From an optimization exercise on the open Yosys and OpenROAD flow, aimed at small area; shortcuts taken in it are not production practice. The RTL was checked by simulation tests, not by an equivalence proof against the original design. Power is estimated from default activity; no workload was simulated. The clock port is modelled as an ideal driver; clocking choices that lean on that would not hold on a real chip.

## instr_mem_sync
module instr_mem_sync #(
  parameter int DATA_W    = 32,
  parameter int DEPTH     = 64,
  parameter int ADDR_W    = 32,
  parameter int BYTE_ADDR = 1
) (
  input  logic              clk,
  input  logic              rst_n,
  input  logic              fetch_req,
  input  logic [ADDR_W-1:0] pc,
  input  logic              stall,
  output logic [DATA_W-1:0] instr,
  output logic              instr_valid,
  output logic              fault,
  input  logic              load_start,
  input  logic              load_valid,
  input  logic [DATA_W-1:0] load_data,
  output logic              load_busy,
  output logic              load_done
);
Size: ~110 I/O pins.
Settings: LEC_CHECK=0, CAP_MARGIN=20, CORE_MARGIN=2, CORE_UTILIZATION=55, CTS_CLUSTER_DIAMETER=100, CTS_CLUSTER_SIZE=30, GPL_TIMING_DRIVEN=0, SETUP_SLACK_MARGIN=0.2, SLEW_MARGIN=20, SYNTH_HIERARCHICAL=1, SYNTH_MINIMUM_KEEP_SIZE=0; clock period 4.0 ns.
run.sh (not shown) runs the stock make flow with config.mk's settings and CLKGATE_MAP_FILE= SYNTH_SCRIPT=/design/flow/synth_recipe.tcl, a recipe that flattens the netlist after the stock synthesis.
Change:
--- a/flow/design.v
+++ b/flow/design.v
@@ -123,41 +123,40 @@
   logic              bad;
   logic              take;     
   logic              upd;      
   logic [3:1]        fwd;
   logic              nofwd;
   logic [DATA_W-1:0] instr_d;
   assign ra    = pc[7:2];
   assign bad   = (pc[1:0] != 2'b00) || (pc[ADDR_W-1:8] != '0);
   assign take  = rst_n && !stall && !load_busy && fetch_req && !bad;
   assign upd   = !rst_n || (!stall && !load_busy && fetch_req);
-  logic [63:0] asel;     
+  logic [63:0] asel_h [2];   
+  seldec u_dec0 (.ra(ra), .tv0(tv[0]), .tv1(tv[1]), .tv2(tv[2]), .tv3(tv[3]), .asel(asel_h[0]));
+  seldec u_dec1 (.ra(ra), .tv0(tv[0]), .tv1(tv[1]), .tv2(tv[2]), .tv3(tv[3]), .asel(asel_h[1]));
   logic        aok;      
   logic [3:1]  fok;      
   logic        hold;
   always_comb begin
     fwd[1] = pv[1] && pa[1] == ra;
     fwd[2] = pv[2] && pa[2] == ra && !fwd[1];
     fwd[3] = pv[3] && pa[3] == ra && !fwd[1] && !fwd[2];
     nofwd  = !(pv[1] && pa[1] == ra) && !(pv[2] && pa[2] == ra) && !(pv[3] && pa[3] == ra);
-    for (int g = 1; g < NRING; g++)
-      for (int s2 = 0; s2 < 4; s2++)
-        asel[4*(g-1)+s2] = ra[5:2] == 4'(g) && ra[1:0] == tv[s2];
-    for (int s2 = 0; s2 < 4; s2++)
-      asel[60+s2] = ra[5:2] == 4'd0 && ra[1:0] == tv[s2];
     aok  = take && nofwd;
     for (int k = 1; k < 4; k++) fok[k] = take && fwd[k];
     hold = !upd;
   end
   generate
     for (b = 0; b < DATA_W; b++) begin : g_rd
       logic [63:0] d;
+      logic [63:0] asel;
+      assign asel = asel_h[b / 16];
       for (r = 1; r < NRING; r++) begin : g_rr
         for (s = 0; s < 4; s++) begin : g_rs
           assign d[4*(r-1)+s] = ring[r][s][b];
         end
       end
       assign d[60] = ring[0][0][b];
       assign d[61] = ring[0][1][b];
       assign d[62] = ring[0][2][b];
       assign d[63] = ring[0][3][b];
       logic [21:0] n;
@@ -203,10 +202,24 @@
 endmodule
 module nand4g (input logic [3:0] a, output logic y);
   assign y = !(&a);
 endmodule
 module o31aig (input logic [2:0] a, input logic b, output logic y);
   assign y = !((|a) && b);
 endmodule
 module o22ag (input logic [1:0] a, input logic [1:0] b, output logic y);
   assign y = (a[0] || a[1]) && (b[0] || b[1]);
 endmodule
+module seldec (input logic [5:0] ra, input logic [1:0] tv0, tv1, tv2, tv3, output logic [63:0] asel);
+  logic [1:0] tv [4];
+  assign tv[0] = tv0;
+  assign tv[1] = tv1;
+  assign tv[2] = tv2;
+  assign tv[3] = tv3;
+  always_comb begin
+    for (int g = 1; g < 16; g++)
+      for (int s2 = 0; s2 < 4; s2++)
+        asel[4*(g-1)+s2] = ra[5:2] == 4'(g) && ra[1:0] == tv[s2];
+    for (int s2 = 0; s2 < 4; s2++)
+      asel[60+s2] = ra[5:2] == 4'd0 && ra[1:0] == tv[s2];
+  end
+endmodule
The new run went through all stages and came out clean.
Sequential share of layout area came out lower by 1.5 points.
Fmax is lower by 0.61%.
Count of clock-buffer cells in the layout went up by 2.
Design area rose by 2.4%.
Setup slack gets worse by 0.023 ns.
Routed wire length shrinks by 4.4%.
Cell count is higher by 4.0%.
Global-route usage went down by 1.6 points.
Die area came out higher by 1.4%.

========
== old ==
Another version of the RTL of instr_mem_sync (not shown whole).
Size: roughly 2200 flip-flops, roughly 110 I/O pins, about 63000 sq um of cells after synthesis.
==> module instr_mem_sync, before the edit <==
module instr_mem_sync #(
  parameter int DATA_W    = 32,
  parameter int DEPTH     = 64,
  parameter int ADDR_W    = 32,
  parameter int BYTE_ADDR = 1
) (
  input  logic              clk,
  input  logic              rst_n,
  input  logic              fetch_req,
  input  logic [ADDR_W-1:0] pc,
  input  logic              stall,
  output logic [DATA_W-1:0] instr,
  output logic              instr_valid,
  output logic              fault,
  input  logic              load_start,
  input  logic              load_valid,
  input  logic [DATA_W-1:0] load_data,
  output logic              load_busy,
  output logic              load_done
);
  localparam int NRING = 16;    
  logic [5:0] ptr;
  logic [5:0] ptr_nx;
  logic       do_write;
  assign do_write = rst_n && load_busy && load_valid && !load_start;
  always_ff @(posedge clk) begin
    if (!rst_n) begin
      load_busy <= 1'b0;
      load_done <= 1'b0;
    end else begin
      load_done <= 1'b0;
      if (load_start) begin
        load_busy <= 1'b1;
      end else if (load_busy && load_valid && ptr == 6'd63) begin
        load_busy <= 1'b0;
        load_done <= 1'b1;
      end
    end
  end
  always_comb begin
    if (!rst_n || load_start)          ptr_nx = '0;
    else if (load_busy && load_valid)  ptr_nx = ptr + 1'b1;
    else                               ptr_nx = ptr;
  end
  always_ff @(posedge clk) ptr <= ptr_nx;
  logic [1:0] tv [4];
  logic [1:0] t;
  assign t = tv[0];
  always_ff @(posedge clk)
    for (int s2 = 0; s2 < 4; s2++) tv[s2] <= 2'(s2) + t + 2'd1;
  logic [DATA_W-1:0] w0 [4];
  always_ff @(posedge clk) begin
    for (int j = 0; j < 4; j++)
      if (do_write && ptr == 6'(j)) w0[j] <= load_data;
  end
  logic              pv [4];
  logic [5:0]        pa [4];
  logic [DATA_W-1:0] pd [4];
  logic              hit [4];    
  logic              lcand;      
  logic [15:1]       lcring;     
  logic [3:1]        land;       
  assign pv[0] = do_write && (ptr[5:2] != 4'd0);
  assign pa[0] = ptr;
  assign pd[0] = load_data;
  assign hit[0] = do_write && lcand;
  always_comb
    for (int k = 1; k < 4; k++) hit[k] = land[k];
  always_ff @(posedge clk) begin
    for (int k = 1; k < 4; k++) begin
      pv[k] <= pv[k-1] && !hit[k-1];
      pa[k] <= pa[k-1];
      pd[k] <= pd[k-1];
    end
    land[1] <= pv[0] && (pa[0][1:0] == t + 2'd1);
    land[2] <= pv[1] && (pa[1][1:0] == t + 2'd1);
    land[3] <= pv[2] && (pa[2][1:0] == t + 2'd1);
    lcand   <= (ptr_nx[5:2] != 4'd0) && (ptr_nx[1:0] == t + 2'd1);
    for (int g = 1; g < 16; g++)
      lcring[g] <= (ptr_nx[5:2] == 4'(g)) && (ptr_nx[1:0] == t + 2'd1);
  end
  logic [3:0] wsel;      
  always_comb begin
    wsel[0] = hit[0];
    wsel[1] = hit[1] && !hit[0];
    wsel[2] = hit[2] && !hit[1] && !hit[0];
    wsel[3] = hit[3] && !hit[2] && !hit[1] && !hit[0];
  end
  logic [DATA_W-1:0] wdata;
  genvar b, r, s;
  generate
    for (b = 0; b < DATA_W; b++) begin : g_wbus
      assign wdata[b] = (wsel[0] && pd[0][b]) || (wsel[1] && pd[1][b]) ||
                        (wsel[2] && pd[2][b]) || (wsel[3] && pd[3][b]);
    end
  endgenerate
  logic [DATA_W-1:0] ring [NRING][4];
  logic [NRING-1:0]  rwe;
  always_comb
    for (int g = 0; g < NRING; g++)
      rwe[g] = (g != 0 && do_write && lcring[g == 0 ? 1 : g]) || (hit[1] && pa[1][5:2] == 4'(g)) ||
               (hit[2] && pa[2][5:2] == 4'(g)) || (hit[3] && pa[3][5:2] == 4'(g));
  generate
    for (r = 1; r < NRING; r++) begin : g_ring
      logic [DATA_W-1:0] port_d;
      for (b = 0; b < DATA_W; b++) begin : g_port
        o22ag u_port (.a({ring[r][0][b], rwe[r]}), .b({wdata[b], !rwe[r]}), .y(port_d[b]));
      end
      always_ff @(posedge clk) begin
        ring[r][0] <= ring[r][1];
        ring[r][1] <= ring[r][2];
        ring[r][2] <= ring[r][3];
        ring[r][3] <= port_d;
      end
    end
  endgenerate
  logic [5:0]        ra;
  logic              bad;
  logic              take;     
  logic              upd;      
  logic [3:1]        fwd;
  logic              nofwd;
  logic [DATA_W-1:0] instr_d;
  assign ra    = pc[7:2];
  assign bad   = (pc[1:0] != 2'b00) || (pc[ADDR_W-1:8] != '0);
  assign take  = rst_n && !stall && !load_busy && fetch_req && !bad;
  assign upd   = !rst_n || (!stall && !load_busy && fetch_req);
  logic [63:0] asel;     
  logic        aok;      
  logic [3:1]  fok;      
  logic        hold;
  always_comb begin
    fwd[1] = pv[1] && pa[1] == ra;
    fwd[2] = pv[2] && pa[2] == ra && !fwd[1];
    fwd[3] = pv[3] && pa[3] == ra && !fwd[1] && !fwd[2];
    nofwd  = !(pv[1] && pa[1] == ra) && !(pv[2] && pa[2] == ra) && !(pv[3] && pa[3] == ra);
    for (int g = 1; g < NRING; g++)
      for (int s2 = 0; s2 < 4; s2++)
        asel[4*(g-1)+s2] = ra[5:2] == 4'(g) && ra[1:0] == tv[s2];
    for (int j = 0; j < 4; j++)
      asel[60+j] = ra == 6'(j);
    aok  = take && nofwd;
    for (int k = 1; k < 4; k++) fok[k] = take && fwd[k];
    hold = !upd;
  end
  generate
    for (b = 0; b < DATA_W; b++) begin : g_rd
      logic [63:0] d;
      for (r = 1; r < NRING; r++) begin : g_rr
        for (s = 0; s < 4; s++) begin : g_rs
          assign d[4*(r-1)+s] = ring[r][s][b];
        end
      end
      assign d[60] = w0[0][b];
      assign d[61] = w0[1][b];
      assign d[62] = w0[2][b];
      assign d[63] = w0[3][b];
      logic [21:0] n;
      logic [5:0]  p;
      logic [1:0]  u;
      logic [1:0]  h;
      for (r = 0; r < 21; r++) begin : g_a
        aoi222 u_a (.s(asel[3*r+2:3*r]), .d(d[3*r+2:3*r]), .y(n[r]));
      end
      nand2g u_n21 (.a({asel[63], d[63]}), .y(n[21]));
      nand4g u_p0 (.a(n[3:0]),   .y(p[0]));
      nand4g u_p1 (.a(n[7:4]),   .y(p[1]));
      nand4g u_p2 (.a(n[11:8]),  .y(p[2]));
      nand4g u_p3 (.a(n[15:12]), .y(p[3]));
      nand3g u_p4 (.a(n[18:16]), .y(p[4]));
      nand3g u_p5 (.a(n[21:19]), .y(p[5]));
      o31aig u_u0 (.a(p[2:0]), .b(aok), .y(u[0]));
      o31aig u_u1 (.a(p[5:3]), .b(aok), .y(u[1]));
      assign h[0] = !((fok[1] && pd[1][b]) || (fok[2] && pd[2][b]));
      assign h[1] = !((fok[3] && pd[3][b]) || (hold && instr[b]));
      nand4g u_y (.a({h, u}), .y(instr_d[b]));
    end
  endgenerate
  always_ff @(posedge clk) begin
    instr <= instr_d;
    if (!rst_n) begin
      instr_valid <= 1'b0;
      fault       <= 1'b0;
    end else if (!stall) begin
      instr_valid <= !load_busy && fetch_req;
      fault       <= !load_busy && fetch_req && bad;
    end
  end
endmodule
Settings: LEC_CHECK=0, CAP_MARGIN=20, CORE_MARGIN=2, CORE_UTILIZATION=55, CTS_CLUSTER_DIAMETER=80, CTS_CLUSTER_SIZE=25, GPL_TIMING_DRIVEN=0, SETUP_SLACK_MARGIN=0.2, SLEW_MARGIN=20, SYNTH_HIERARCHICAL=1, SYNTH_MINIMUM_KEEP_SIZE=0; clock period 4.0 ns.
> inputs changed (old -> new)
--- a/flow/design.v
+++ b/flow/design.v
@@ -56,11 +56,10 @@
   logic              pv [4];
   logic [5:0]        pa [4];
   logic [DATA_W-1:0] pd [4];
   logic              hit [4];    
   logic              lcand;      
-  logic [15:1]       lcring;     
   logic [3:1]        land;       
   assign pv[0] = do_write && (ptr[5:2] != 4'd0);
   assign pa[0] = ptr;
   assign pd[0] = load_data;
   assign hit[0] = do_write && lcand;
@@ -74,12 +73,10 @@
     end
     land[1] <= pv[0] && (pa[0][1:0] == t + 2'd1);
     land[2] <= pv[1] && (pa[1][1:0] == t + 2'd1);
     land[3] <= pv[2] && (pa[2][1:0] == t + 2'd1);
     lcand   <= (ptr_nx[5:2] != 4'd0) && (ptr_nx[1:0] == t + 2'd1);
-    for (int g = 1; g < 16; g++)
-      lcring[g] <= (ptr_nx[5:2] == 4'(g)) && (ptr_nx[1:0] == t + 2'd1);
   end
   logic [3:0] wsel;      
   always_comb begin
     wsel[0] = hit[0];
     wsel[1] = hit[1] && !hit[0];
@@ -96,11 +93,11 @@
   endgenerate
   logic [DATA_W-1:0] ring [NRING][4];
   logic [NRING-1:0]  rwe;
   always_comb
     for (int g = 0; g < NRING; g++)
-      rwe[g] = (g != 0 && do_write && lcring[g == 0 ? 1 : g]) || (hit[1] && pa[1][5:2] == 4'(g)) ||
+      rwe[g] = (hit[0] && pa[0][5:2] == 4'(g)) || (hit[1] && pa[1][5:2] == 4'(g)) ||
                (hit[2] && pa[2][5:2] == 4'(g)) || (hit[3] && pa[3][5:2] == 4'(g));
   generate
     for (r = 1; r < NRING; r++) begin : g_ring
       logic [DATA_W-1:0] port_d;
       for (b = 0; b < DATA_W; b++) begin : g_port
Results
- Looking only at data-path buffer share of cell area in the final layout, and setting everything else aside, the lower value of new and old goes to old.
- Diff old -> new: non-clock buffer count +4, clock period minus final worst setup slack saw an increase, total power shows a reduction of 0.47%.
- Between new and old, the final non-filler cell area does not differ in any meaningful way.
- Maximum frequency: new vs old down about 1%
- Against old as the reference, new delivers a higher core utilization.
- Against old, new comes in about 0.9% lower on number of standard cells in the layout, taps in and fillers out.
- Of new and old, old shows the lower leakage dissipation, with new above it.

==> port drivers added, routing unchanged <==
The results above use ideal ports. As a check the final layouts listed here were re-extracted and re-timed, cells and wires unchanged.
Step 1: set_driving_cell puts a clkbuf_16 on clk and a buf_2 on each other input, an assumption about the parent block.
Step 2, shift: input delay + t, output delay - t, t = (earliest + latest rising clock arrival at the registers) / 2. This alone moves slack from input paths to output paths.
Three values: ideal, step 1, step 2; two values: the first two.
| run | t (ns) | setup slack, ns | worst setup path at the end | cell pins on the clock port's net |
|---|---|---|---|---|
| the first run of note 1 | 0.788 | 0.190 / 0.182 / -0.606 | input to register | 1 |
| the second run of note 1 | 0.786 | 0.167 / 0.217 / -0.569 | input to register | 1 |
| old | 0.793 | 0.185 / 0.243 / -0.550 | input to register | 1 |
| new | 0.794 | 0.148 / 0.120 / -0.674 | input to register | 1 |
With both steps, setup timing fails in every run listed, where it was met with ideal ports. For new, which loses most, drivers alone change the setup slack by -0.028 ns; drivers and shift together by -0.822 ns.
